This is an optimization exercise on Yosys and OpenROAD, whose aim is small area, not a production implementation.
Function was checked by simulation only, so behaviour that the tests miss may differ from the original.
Power is estimated from default activity; no workload was simulated.

// ex_stage
module ex_stage
#(
    parameter int XLEN = 32
) (
    input  logic            clk,
    input  logic            rst,
    input  logic            in_valid,
    input  logic [6:0]      opcode,
    input  logic [2:0]      funct3,
    input  logic [6:0]      funct7,
    input  logic [XLEN-1:0] rs1_data,
    input  logic [XLEN-1:0] rs2_data,
    input  logic [XLEN-1:0] imm,
    input  logic [XLEN-1:0] pc,
    output logic            out_valid,
    output logic [XLEN-1:0] out_result,
    output logic            out_illegal,
    output logic            redirect_valid,
    output logic [XLEN-1:0] redirect_pc
);
    logic is_op, is_opi, is_lui, is_auipc, is_jal, is_jalr, is_br;
    logic arith, link, f7n, f7a, bad;
    assign is_op    = (opcode == 7'b0110011);
    assign is_opi   = (opcode == 7'b0010011);
    assign is_lui   = (opcode == 7'b0110111);
    assign is_auipc = (opcode == 7'b0010111);
    assign is_jal   = (opcode == 7'b1101111);
    assign is_jalr  = (opcode == 7'b1100111);
    assign is_br    = (opcode == 7'b1100011);
    assign arith    = is_op | is_opi;
    assign link     = is_jal | is_jalr;
    assign f7n      = (funct7 == 7'b0000000);
    assign f7a      = (funct7 == 7'b0100000);
    assign bad = ~(arith | is_lui | is_auipc | link | is_br)
               | (is_op  & (funct3 == 3'b000 || funct3 == 3'b101) & ~(f7n | f7a))
  ...
clock: 7.0 ns
lec_check: 0
cap_margin: 5
core_margin: 2
core_utilization: 60
slew_margin: 5
standard.sh (not shown) runs the stock make flow with config.mk's settings and CLKGATE_MAP_FILE= SYNTH_SCRIPT=/design/flow/synth_recipe.tcl, a recipe that flattens the netlist after the stock synthesis.
==> flow/flow/run.sh <==
#!/bin/bash
# The standard layout, with these changes:
#  - ABC maps with this folder's script (flow/abc.script, via flow/my_synth.tcl);
#  - full adder cells are left out, so ABC maps those gates itself, and
#    buffers above buf_2 are left out, so repairs use small buffers;
#  - ports get the smallest buffer (buf_1);
#  - CTS builds the clock tree from clkbuf_8 and adds no dummy loads.
set -euo pipefail
here=$(pwd)
cat > "$here/my_config.mk" <<EOF
include $here/config.mk
export DONT_USE_CELLS += $(cat "$here/flow/dont_use.txt")
EOF
bash standard.sh DESIGN_CONFIG="$here/my_config.mk" SYNTH_SCRIPT="$here/flow/my_synth.tcl" \
    BUFFER_PORTS_ARGS="-buffer_cell sky130_fd_sc_hd__buf_1" \
    CTS_ARGS="-sink_clustering_enable -repair_clock_nets -dont_use_dummy_load -buf_list sky130_fd_sc_hd__clkbuf_8" finish > standard.log 2>&1
==> flow/flow/abc.script <==
strash
&get -n
&st
&dch
&nf -R 1000
&put
topo
stime -c
buffer -c
upsize -c
dnsize -c
==> flow/flow/dont_use.txt <==
sky130_fd_sc_hd__fa_1 sky130_fd_sc_hd__fa_2 sky130_fd_sc_hd__fa_4 sky130_fd_sc_hd__buf_4 sky130_fd_sc_hd__buf_6 sky130_fd_sc_hd__buf_8 sky130_fd_sc_hd__buf_12 sky130_fd_sc_hd__buf_16
==> flow/flow/my_synth.tcl <==
# The standard flow's synthesis, with ABC run on this folder's script instead of ORFS's
set ::my_flow_dir [file dirname [file normalize [info script]]]
proc abc {args} {
  set i [lsearch $args -script]
  if {$i >= 0} {
    lset args [expr {$i + 1}] [file join $::my_flow_dir abc.script]
  }
  yosys abc {*}$args
}
source [file join $::my_flow_dir .. synth_recipe.tcl]
The starting point produced a clean layout.
Rerun with:
--- a/flow/flow/run.sh
+++ b/flow/flow/run.sh
@@ -2,6 +2,5 @@
 # The standard layout, with these changes:
 #  - ABC maps with this folder's script (flow/abc.script, via flow/my_synth.tcl);
-#  - full adder cells are left out, so ABC maps those gates itself, and
-#    buffers above buf_2 are left out, so repairs use small buffers;
+#  - full adder cells are left out, so ABC maps those gates itself;
 #  - ports get the smallest buffer (buf_1);
 #  - CTS builds the clock tree from clkbuf_8 and adds no dummy loads.
==> flow/flow/dont_use.txt (replaced) <==
sky130_fd_sc_hd__fa_1 sky130_fd_sc_hd__fa_2 sky130_fd_sc_hd__fa_4
Result: Register-to-register slack improves by 0.18 ns. Setup slack improves by 0.13 ns. Total power is lower by 1.2%. Via count is lower by 2.1%. Maximum frequency is higher by 2.1%. Final area is lower by 1.1%. Routed wire length is lower by 1.6%. Core utilization is lower by 0.79 points. Critical path depth is higher by 1. Synthesized area is lower by 0.31%.
Rerun with:
==> flow/flow/run.sh (replaced) <==
#!/bin/bash
# The standard layout, with these changes:
#  - ABC maps with this folder's script (flow/abc.script, via flow/my_synth.tcl);
#  - full adder cells are left out, so ABC maps those gates itself;
#  - ports get the smallest buffer (buf_1);
#  - CTS adds no dummy loads to balance the clock tree.
set -euo pipefail
here=$(pwd)
cat > "$here/my_config.mk" <<EOF
include $here/config.mk
export DONT_USE_CELLS += $(cat "$here/flow/dont_use.txt")
EOF
bash standard.sh DESIGN_CONFIG="$here/my_config.mk" SYNTH_SCRIPT="$here/flow/my_synth.tcl" \
    BUFFER_PORTS_ARGS="-buffer_cell sky130_fd_sc_hd__buf_1" \
    CTS_ARGS="-sink_clustering_enable -repair_clock_nets -dont_use_dummy_load" finish > standard.log 2>&1
--- a/flow/config.mk
+++ b/flow/config.mk
@@ -6,6 +6,6 @@
 export NUM_CORES = 4
 export LEC_CHECK = 0
-export CAP_MARGIN = 5
+export CAP_MARGIN = 20
 export CORE_MARGIN = 2
 export CORE_UTILIZATION = 60
-export SLEW_MARGIN = 5
+export SLEW_MARGIN = 20
Outcome: The new run finished clean; non-clock buffer count stays the same; core utilization went up by 0.84 points; design area came out higher by 1.2%; clock power rose by about 40%; die area does not change; clock skew decreases by 0.011 ns; combinational power goes up by about 0.8%.
Rerun with:
--- a/flow/flow/run.sh
+++ b/flow/flow/run.sh
@@ -4,5 +4,5 @@
 #  - full adder cells are left out, so ABC maps those gates itself;
 #  - ports get the smallest buffer (buf_1);
-#  - CTS adds no dummy loads to balance the clock tree.
+#  - CTS builds the clock tree from clkbuf_8 and adds no dummy loads.
 set -euo pipefail
 here=$(pwd)
@@ -13,3 +13,3 @@
 bash standard.sh DESIGN_CONFIG="$here/my_config.mk" SYNTH_SCRIPT="$here/flow/my_synth.tcl" \
     BUFFER_PORTS_ARGS="-buffer_cell sky130_fd_sc_hd__buf_1" \
-    CTS_ARGS="-sink_clustering_enable -repair_clock_nets -dont_use_dummy_load" finish > standard.log 2>&1
+    CTS_ARGS="-sink_clustering_enable -repair_clock_nets -dont_use_dummy_load -buf_list sky130_fd_sc_hd__clkbuf_8" finish > standard.log 2>&1
--- a/flow/config.mk
+++ b/flow/config.mk
@@ -6,6 +6,6 @@
 export NUM_CORES = 4
 export LEC_CHECK = 0
-export CAP_MARGIN = 20
+export CAP_MARGIN = 5
 export CORE_MARGIN = 2
-export CORE_UTILIZATION = 60
-export SLEW_MARGIN = 20
+export CORE_UTILIZATION = 70
+export SLEW_MARGIN = 5
=>
- The changed run completed with no timing, DRC or antenna violations
- routed wire length climbs by 0.94%
- global-route usage climbs by 6.6 points
- combinational power climbs by about 2%
- final cell count drops by 2.1%
- die area drops by 14%

* * *

run 1:
Starting RTL as in the previous note.
// ex_stage
module ex_stage
#(
    parameter int XLEN = 32
) (
    input  logic            clk,
    input  logic            rst,
    input  logic            in_valid,
    input  logic [6:0]      opcode,
    input  logic [2:0]      funct3,
    input  logic [6:0]      funct7,
    input  logic [XLEN-1:0] rs1_data,
    input  logic [XLEN-1:0] rs2_data,
    input  logic [XLEN-1:0] imm,
    input  logic [XLEN-1:0] pc,
    output logic            out_valid,
    output logic [XLEN-1:0] out_result,
    output logic            out_illegal,
    output logic            redirect_valid,
    output logic [XLEN-1:0] redirect_pc
);
    logic is_op, is_opi, is_lui, is_auipc, is_jal, is_jalr, is_br;
    logic arith, link, f7n, f7a, bad;
    assign is_op    = (opcode == 7'b0110011);
    assign is_opi   = (opcode == 7'b0010011);
    assign is_lui   = (opcode == 7'b0110111);
    assign is_auipc = (opcode == 7'b0010111);
    assign is_jal   = (opcode == 7'b1101111);
    assign is_jalr  = (opcode == 7'b1100111);
    assign is_br    = (opcode == 7'b1100011);
    assign arith    = is_op | is_opi;
    assign link     = is_jal | is_jalr;
    assign f7n      = (funct7 == 7'b0000000);
    assign f7a      = (funct7 == 7'b0100000);
    assign bad = ~(arith | is_lui | is_auipc | link | is_br)
  ...
Settings: LEC_CHECK=0, CAP_MARGIN=20, CORE_MARGIN=2, CORE_UTILIZATION=60, CTS_BUF_LIST=sky130_fd_sc_hd__clkbuf_8, SLEW_MARGIN=20; clock period 7.0 ns.
==> flow/flow/run.sh <==
#!/bin/bash
# The standard layout, with these changes:
#  - ABC maps with this folder's script (flow/abc.script, via flow/my_synth.tcl);
#  - full adder cells are left out, so ABC maps those gates itself;
#  - ports get the smallest buffer (buf_1);
#  - CTS adds no dummy loads to balance the clock tree.
set -euo pipefail
here=$(pwd)
cat > "$here/my_config.mk" <<EOF
include $here/config.mk
export DONT_USE_CELLS += $(cat "$here/flow/dont_use.txt")
EOF
bash standard.sh DESIGN_CONFIG="$here/my_config.mk" SYNTH_SCRIPT="$here/flow/my_synth.tcl" \
    BUFFER_PORTS_ARGS="-buffer_cell sky130_fd_sc_hd__buf_1" \
    CTS_ARGS="-sink_clustering_enable -repair_clock_nets -dont_use_dummy_load" finish > standard.log 2>&1
==> flow/flow/dont_use.txt <==
sky130_fd_sc_hd__fa_1 sky130_fd_sc_hd__fa_2 sky130_fd_sc_hd__fa_4
Scripts as last shown in full above: flow/flow/abc.script, flow/flow/my_synth.tcl
For run 2, these inputs were changed with respect to run 1:
Settings: CORE_UTILIZATION changed from 60 to 70; CTS_BUF_LIST removed (was sky130_fd_sc_hd__clkbuf_8).
## What came out
- Against run 1, run 2 comes in 7.1 points higher on met1 demand-to-capacity share in global routing.
- Relative to run 1, the cell area after placement of run 2 is lower by 41 sq um.
- Compared with run 1, in run 2 final cell count without fillers -30, first-pass GRT wire length +about 3%, worst setup slack after layout -70 ps.
--- input diff run 2..run 3 ---
Settings: CAP_MARGIN changed from 20 to 5; SLEW_MARGIN changed from 20 to 5; CORE_UTILIZATION changed from 70 to 60.
## What came out
Higher highest net fanout along the worst path was reported by run 2, not run 3.
[run 3] number of filler cells placed in the layout rose about 40% relative to run 2
Global routing met1 resource utilization for run 3: 6.8 points down relative to run 2
Summary — minimum setup slack in the final design, run 3 relative to run 2: higher, by 82 ps.
> inputs changed (run 3 -> run 4)
--- a/flow/flow/run.sh
+++ b/flow/flow/run.sh
@@ -5,3 +5,3 @@
 #  - ports get the smallest buffer (buf_1);
-#  - CTS adds no dummy loads to balance the clock tree.
+#  - CTS builds the clock tree from clkbuf_8 and adds no dummy loads.
 set -euo pipefail
@@ -14,2 +14,2 @@
     BUFFER_PORTS_ARGS="-buffer_cell sky130_fd_sc_hd__buf_1" \
-    CTS_ARGS="-sink_clustering_enable -repair_clock_nets -dont_use_dummy_load" finish > standard.log 2>&1
+    CTS_ARGS="-sink_clustering_enable -repair_clock_nets -dont_use_dummy_load -buf_list sky130_fd_sc_hd__clkbuf_8" finish > standard.log 2>&1
--- a/flow/flow/abc.script
+++ b/flow/flow/abc.script
@@ -4,3 +4,3 @@
 &dch
-&nf -R 1000
+&nf -R 1000 -p -F 10 -A 5
 &put
Notes after the runs:
Run 4 -> run 3: total wire length after detailed routing flat
Run 4: relative area change from synthesis to final layout lower than run 3
Changes observed in run 4 relative to run 3: final standard cell count with taps included and fillers excluded essentially unchanged; routed via count divided by cell count lower; total half-perimeter wirelength after legalization and detailed placement +1.2%.
Run 4: overall fraction of global-route tracks in use is 0.43 points higher than what run 3 reported.
Relative to run 3, the final cell area reported for run 4 is lower.
Across both runs, peak fanout along the critical path was higher for run 4 than for run 3.
Per the comparison of run 4 with run 3, clock input transition at the sequential cells of the worst setup and hold paths grew by 30 ps; maximum frequency held steady.

==> what the ideal ports hide <==
In the flow no input, the clock included, has a driving cell. The finished layouts below were timed again as built, in two steps.
Step 1, drivers: a clkbuf_16 drives clk and a buf_2 each remaining input, both assumed.
Step 2 times the ports against the registers' clock, not the clock port: input delays grow and output delays shrink by t, the midpoint of the rising clock arrivals with the driver on.
Slacks: no drivers / after step 1 / after step 2; pairs: no drivers / after step 1.
run	shift t [ns]	setup slack, ns	worst register clock-pin slew, ns
the first run of note 1	0.421	0.335 / 0.357 / -0.064	0.10 / 0.10
the second run of note 1	0.429	0.469 / 0.490 / 0.060	0.11 / 0.11
the third run of note 1	0.396	0.407 / 0.431 / 0.035	0.07 / 0.07
the fourth run of note 1	0.418	0.343 / 0.362 / -0.057	0.11 / 0.11
run 1	0.396	0.407 / 0.431 / 0.035	0.07 / 0.07
run 2	0.397	0.336 / 0.358 / -0.039	0.07 / 0.07
run 3	0.398	0.418 / 0.442 / 0.044	0.07 / 0.07
run 4	0.420	0.428 / 0.444 / 0.023	0.10 / 0.10
With both steps, setup timing fails in the first run of note 1, the fourth run of note 1 and run 2, where it was met with ideal ports. The setup slack of the second run of note 1, which loses most, moves by +0.021 ns with the drivers and by -0.409 ns with both steps.
